Background: an optimization exercise with open tools, aiming at small area and a short achievable clock period. Do not read the settings as production practice. The RTL was checked by simulation tests, not by an equivalence proof against the original design.

== nickel ==
// muldiv_hilo
module muldiv_hilo (
  input  logic        clk,
  input  logic        reset,
  input  logic        start,
  input  logic [1:0]  op,
  input  logic        we,
  input  logic        hilo_wsel,
  input  logic        rd_sel,
  input  logic [31:0] A,
  input  logic [31:0] B,
  output logic        busy,
  output logic [31:0] result
);
Size in the first run: ~1,900 cells after synthesis, about 110 flip-flops, ~110 I/O pins, roughly 0.014 mm^2 of cells after synthesis.
==> flow/config.mk <==
export PLATFORM = sky130hd
export DESIGN_NAME = muldiv_hilo
export DESIGN_NICKNAME = muldiv_hilo
export VERILOG_FILES = /design/flow/design.v
export SDC_FILE = /design/flow/constraint.sdc
export NUM_CORES = 4
export LEC_CHECK = 0
export ABC_AREA = 1
export CAP_MARGIN = 10
export CORE_MARGIN = 2
export CORE_UTILIZATION = 70
export SLEW_MARGIN = 10
==> flow/constraint.sdc <==
create_clock -name core_clock -period 110.0 [get_ports {clk}]
set_input_delay 22.0000 -clock core_clock [delete_from_list [all_inputs] [get_ports {clk}]]
set_output_delay 22.0000 -clock core_clock [all_outputs]
set_load 0.01 [all_outputs]
standard.sh (not shown) runs the stock make flow with config.mk's settings and CLKGATE_MAP_FILE= SYNTH_SCRIPT=/design/flow/synth_recipe.tcl, a recipe that flattens the netlist after the stock synthesis.
==> flow/flow/run.sh <==
#!/bin/bash
# Own layout flow: the standard layout (standard synthesis unchanged), with
#  - the port buffers made as the smallest buffer cell instead of the default
#    choice,
#  - the timing repair steps asked to keep a setup margin, so that they also
#    work on the paths that set the period the design achieves, although
#    those meet the clock by a wide margin,
#  - after placement, the cells that synthesis upsized downsized wherever the
#    setup slack stays within that margin (flow/post_resize.tcl).
# Every tool's output goes to a log file in this folder; ORFS also keeps its
# per-step logs under orfs/logs.
set -euo pipefail
here=$(pwd)
export BUFFER_PORTS_ARGS="-buffer_cell sky130_fd_sc_hd__buf_1"
export SETUP_SLACK_MARGIN=65
export DS_MARGIN=65
export POST_RESIZE_TCL="$here/flow/post_resize.tcl"
bash standard.sh finish > flow_make.log 2>&1
test -s out/final.def
Other scripts of this flow, unchanged in this note and not shown: flow/flow/downsize.tcl, flow/flow/post_resize.tcl
nickel has completed all stages; timing, DRC and antenna checks passed.
### nickel -> willow
# nickel
export LEC_CHECK = 0
export ABC_AREA = 1
export CAP_MARGIN = 10
export CORE_MARGIN = 2
export CORE_UTILIZATION = 70
export SLEW_MARGIN = 10
create_clock -name core_clock -period 110.0 [get_ports {clk}]
# willow
export LEC_CHECK = 0
export ABC_AREA = 1
export CAP_MARGIN = 20
export CORE_MARGIN = 2
export CORE_UTILIZATION = 70
export SLEW_MARGIN = 20
create_clock -name core_clock -period 110.0 [get_ports {clk}]
Results
Worst hold-check slack essentially unchanged between nickel and willow. Number of inserted diodes: nickel vs willow identical. Clock insertion delay at the later pin of the skew report: nickel vs willow — no meaningful difference. On first-pass GRT wire length: willow sits above nickel. | final design instance area without fill | willow vs nickel | ≈ equal |. willow vs. nickel: global-route usage saw an increase.
Input-level comparison between lagoon and willow:
# willow
export LEC_CHECK = 0
export ABC_AREA = 1
export CAP_MARGIN = 20
export CORE_MARGIN = 2
export CORE_UTILIZATION = 70
export SLEW_MARGIN = 20
create_clock -name core_clock -period 110.0 [get_ports {clk}]
# lagoon
export LEC_CHECK = 0
export ABC_AREA = 1
export CAP_MARGIN = 20
export CORE_MARGIN = 2
export CORE_UTILIZATION = 80
export SLEW_MARGIN = 20
create_clock -name core_clock -period 110.0 [get_ports {clk}]
Notes after the runs:
From willow to lagoon the numbers moved as follows: number of iterations in the first detailed-routing pass now sits higher; portion of the clock cycle consumed by the worst path in the final layout now sits at about the same level. Summary of the comparison: count of clock-buffer cells in the layout is higher in lagoon, relative to willow. lagoon completed end to end with timing, DRC and antenna clean. Comparing lagoon and willow, shortest period the worst path allows is lower on willow. Diff lagoon..willow | hold path depth | unchanged.


## try-quartz
The RTL this note starts from:
==> flow/design.v <==
module muldiv_hilo (
  input  logic        clk,
  input  logic        reset,
  input  logic        start,
  input  logic [1:0]  op,
  input  logic        we,
  input  logic        hilo_wsel,
  input  logic        rd_sel,
  input  logic [31:0] A,
  input  logic [31:0] B,
  output logic        busy,
  output logic [31:0] result
);
  localparam int W = 34;
  localparam logic [7:0] STYLE = 8'h3A;
  localparam int HYB = 12;
  logic [3:0]  cnt_q;
  logic        hv_q, lv_q;   
  logic [31:0] hi_q, lo_q, m_q;
  logic        hx_q;         
  logic        bp_q;         
  logic        div_q, sgn_q, sa_q;
  assign busy = (cnt_q != 4'd0);
  wire sel_lo = rd_sel & lv_q;
  wire sel_hi = ~rd_sel & hv_q;
  assign result = ({32{sel_lo}} & lo_q) | ({32{sel_hi}} & hi_q);
  wire accept = start & ~busy;
  wire wr     = we & ~start & ~busy;
  logic [3:0] cnt_d;
  logic       div_d;
  logic       last, first, dabs, dstep, mstep;
  always_comb begin
    cnt_d = cnt_q;
    div_d = div_q;
    if (busy) cnt_d = cnt_q - 4'd1;
    else if (accept) begin
      cnt_d = op[1] ? 4'd10 : 4'd5;
      div_d = op[1];
    end
  end
  always_ff @(posedge clk) begin
    last  <= (cnt_d == 4'd1);
    first <= (cnt_d == (div_d ? 4'd9 : 4'd5));
    dabs  <= div_d & (cnt_d == 4'd10);
    dstep <= div_d & (cnt_d != 4'd1) & (cnt_d != 4'd10);
    mstep <= ~div_d & (cnt_d != 4'd1);
  end
  wire         sb    = sgn_q & m_q[31];
  wire [W-1:0] acc_x = {{(W-33){hx_q}}, hx_q, hi_q};
  wire [W-1:0] m_x   = {{(W-32){sb}}, m_q};
  wire [W-1:0] m_x2  = {m_x[W-2:0], 1'b0};
  wire [W-1:0] lo_x  = {{(W-32){1'b0}}, lo_q};
  logic [W-1:0] X [1:4];
  logic [W-1:0] Y [1:4];
  logic         N [1:4];
  logic [W-1:0] S [1:4];
  logic         x_d [1:4];    
  logic         x_m [1:4];    
  logic         y_1 [1:4];    
  logic         y_2 [1:4];    
  logic         y_a [1:4];    
  logic [W-1:0] alt [1:4];
  logic [W-1:0] prv [1:4];
  always_comb begin
    logic b2, b1, b0;
    for (int k = 1; k <= 4; k++) begin
      b2 = lo_q[2*k-1];
      b1 = lo_q[2*k-2];
      b0 = (k == 1) ? bp_q : lo_q[2*k-3];
      x_d[k] = dstep & ~(k == 1 & first);
      x_m[k] = (k == 1) ? (~dstep & ~first) : mstep;
      y_a[k] = 1'b0;
      alt[k] = lo_x;
      if (mstep) begin
        y_1[k] = b1 ^ b0;
        y_2[k] = (b2 & ~b1 & ~b0) | (~b2 & b1 & b0);
        N[k]   = b2 & ~(b1 & b0);
      end else if (dstep) begin
        y_1[k] = 1'b1;
        y_2[k] = 1'b0;
        N[k]   = 1'b0;   
      end else if (dabs) begin
        y_1[k] = 1'b0;
        y_2[k] = 1'b0;
        y_a[k] = (k == 3);
        N[k]   = (k == 3) & sa_q;
      end else begin
        y_1[k] = (k == 1) & (div_q ? hx_q : (~sgn_q & bp_q));
        y_2[k] = 1'b0;
        y_a[k] = (k == 2) | (k == 3 & div_q);
        N[k]   = (k == 1) ? (div_q & sb) :
                 (k == 2) ? (div_q & sa_q) :
                 (k == 3) ? (div_q & (sa_q ^ sb) & ~(lo_q[31] & lo_q[30])) : 1'b0;
      end
    end
    alt[2] = S[1];
    for (int k = 1; k <= 4; k++) begin
      prv[k] = (k == 1) ? (acc_x & {W{~first}}) : S[k-1];
      if (k == 1)
        X[k] = ({W{x_d[k]}} & {acc_x[W-2:0], lo_q[31]})
             | ({W{x_m[k]}} & acc_x)
             | {{(W-1){1'b0}}, dstep & first & lo_q[31]};
      else
        X[k] = ({W{x_d[k]}} & {S[k-1][W-2:0], lo_q[32-k]})
             | ({W{x_m[k]}} & {{2{S[k-1][W-1]}}, S[k-1][W-1:2]});
      if (dstep) N[k] = ~prv[k][33] ^ sb;
      Y[k] = ({W{y_1[k]}} & m_x) | ({W{y_2[k]}} & m_x2) | ({W{y_a[k]}} & alt[k]);
      if (STYLE[2*(k-1) +: 2] == 2'd1) begin
        S[k] = X[k] + (Y[k] ^ {W{N[k]}}) + {{(W-1){1'b0}}, N[k]};
      end else if (STYLE[2*(k-1) +: 2] == 2'd2) begin
        logic c, yy, p;
        c = N[k];
        for (int j = 0; j < W; j++) begin
          yy      = Y[k][j] ^ N[k];
          p       = X[k][j] ^ yy;
          S[k][j] = p ^ c;
          c       = p ? c : yy;
        end
      end else if (STYLE[2*(k-1) +: 2] == 2'd3) begin
        logic c, yy, p;
        c = N[k];
        for (int j = 0; j < W; j++) begin
          yy = Y[k][j] ^ N[k];
          if (j < HYB) begin
            p       = X[k][j] ^ yy;
            S[k][j] = p ^ c;
            c       = p ? c : yy;
          end else begin
            S[k][j] = X[k][j] ^ yy ^ c;
            c       = (X[k][j] & yy) | (c & (X[k][j] ^ yy));
          end
        end
      end else begin
        logic c, yy;
        c = N[k];
        for (int j = 0; j < W; j++) begin
          yy      = Y[k][j] ^ N[k];
          S[k][j] = X[k][j] ^ yy ^ c;
          c       = (X[k][j] & yy) | (c & (X[k][j] ^ yy));
        end
      end
    end
  end
  always_ff @(posedge clk or posedge reset) begin
    if (reset) begin
      cnt_q <= '0;
      hv_q  <= 1'b0;
      lv_q  <= 1'b0;
    end else begin
      cnt_q <= cnt_d;
      if (busy) begin
        if (last) begin
          hv_q <= 1'b1;
          lv_q <= 1'b1;
        end
      end else if (wr) begin
        if (hilo_wsel) hv_q <= 1'b1;
        else           lv_q <= 1'b1;
      end
    end
  end
  wire h_a  = wr & hilo_wsel;
  wire h_s  = busy & last;
  wire h_m  = busy & mstep;
  wire h_d  = busy & dstep;
  wire h_h  = ~(h_a | h_s | h_m | h_d);
  wire l_a  = accept | (wr & ~hilo_wsel);
  wire l_s  = busy & ((last & div_q) | dabs);
  wire l_m  = h_m;
  wire l_d  = h_d;
  wire l_h  = ~(l_a | l_s | l_m | l_d);
  wire [31:0] hi_d = ({32{h_a}} & A) | ({32{h_s}} & S[2][31:0]) | ({32{h_m}} & S[4][33:2])
                   | ({32{h_d}} & S[4][31:0]) | ({32{h_h}} & hi_q);
  wire [31:0] lo_d = ({32{l_a}} & A) | ({32{l_s}} & S[3][31:0])
                   | ({32{l_m}} & {S[4][1:0], S[3][1:0], S[2][1:0], S[1][1:0], lo_q[31:8]})
                   | ({32{l_d}} & {lo_q[27:0], ~S[1][33], ~S[2][33], ~S[3][33], ~S[4][33]})
                   | ({32{l_h}} & lo_q);
  always_ff @(posedge clk) begin
    hi_q <= hi_d;
    lo_q <= lo_d;
    if (busy) begin
      if (mstep) begin
        hx_q <= S[4][33];
        bp_q <= lo_q[7];
      end else if (dstep) begin
        hx_q <= S[4][32];
      end
    end else if (accept) begin
      m_q   <= B;
      bp_q  <= 1'b0;
      div_q <= op[1];
      sgn_q <= op[0];
      sa_q  <= op[0] & A[31];
    end
  end
endmodule
export LEC_CHECK = 0
export ABC_AREA = 1
export CAP_MARGIN = 40
export CORE_MARGIN = 2
export CORE_UTILIZATION = 60
export SLEW_MARGIN = 40
create_clock -name core_clock -period 110.0 [get_ports {clk}]
==> flow/flow/run.sh <==
#!/bin/bash
# Own layout flow: the standard layout (standard synthesis unchanged), with
# the port buffers made as the smallest buffer cell instead of the default
# choice. Every tool's output goes to a log file in this folder; ORFS also
# keeps its per-step logs under orfs/logs.
set -euo pipefail
export BUFFER_PORTS_ARGS="-buffer_cell sky130_fd_sc_hd__buf_1"
bash standard.sh finish > flow_make.log 2>&1
test -s out/final.def
What try-sierra does differently from try-quartz at the input level:
--- a/flow/flow/run.sh
+++ b/flow/flow/run.sh
@@ -4,2 +4,4 @@
-# choice. Every tool's output goes to a log file in this folder; ORFS also
-# keeps its per-step logs under orfs/logs.
+# choice, and the timing repair steps asked to keep a setup margin, so that
+# they also work on paths that meet the clock by a wide margin but set the
+# period the design achieves. Every tool's output goes to a log file in this
+# folder; ORFS also keeps its per-step logs under orfs/logs.
@@ -7,0 +10 @@
+export SETUP_SLACK_MARGIN=65
==> comparison <==
- The total non-filler cell area in the finished layout on try-sierra is in line with that on try-quartz.
- The met1 layer usage reported by global route on try-quartz is in line with that on try-sierra.
- try-sierra vs. try-quartz: instance area after placement stayed essentially flat; routed via count fell by 129; critical path depth fell by 1; first-pass GRT wire length stayed essentially flat; final worst hold slack rose by 21 ps.
- Looking at relative area change from synthesis to final layout, try-sierra sits 0.18 points below try-quartz.
- Comparing try-sierra with try-quartz, the share of layout cells above drive strength 1 came out essentially unchanged.
- Of try-quartz and try-sierra, try-quartz shows the higher met2 wirelength from detailed routing, with try-sierra below it.

## port drivers added, routing unchanged
Ports are ideal in the flow. The routed layouts listed here were re-timed in OpenROAD. Step 1: set_driving_cell puts a clkbuf_16 on clk and a buf_2 on each other input, an assumption about the parent block. Step 2 adds t to the input delays and takes it off the output delays; t is the mean of the earliest and latest rising clock arrival at the registers after step 1. Input paths then give back, and output paths get back, about the clock's delay inside the block. Three values: ideal, step 1, step 2; two values: the first two.
run | shift t [ns] | setup WS [ns] | hold slack, ns | worst data-port slew with drivers (ns) | pins driven straight from the clock port
nickel | 0.411 | 65.093 / 65.072 / 65.072 | 0.466 / 0.466 / 0.466 | 0.04 | 1
willow | 0.419 | 65.089 / 65.067 / 65.067 | 0.464 / 0.464 / 0.464 | 0.04 | 1
lagoon | 0.419 | 65.029 / 64.989 / 64.989 | 0.458 / 0.458 / 0.458 | 0.04 | 1
try-quartz | 0.416 | 64.828 / 64.807 / 64.807 | 0.454 / 0.454 / 0.454 | 0.04 | 1
try-sierra | 0.416 | 65.054 / 65.033 / 65.033 | 0.474 / 0.474 / 0.474 | 0.04 | 1
After both steps setup and hold are still met in every run listed. For lagoon, which loses most, drivers alone change the setup slack by -0.040 ns; drivers and shift together by -0.040 ns.
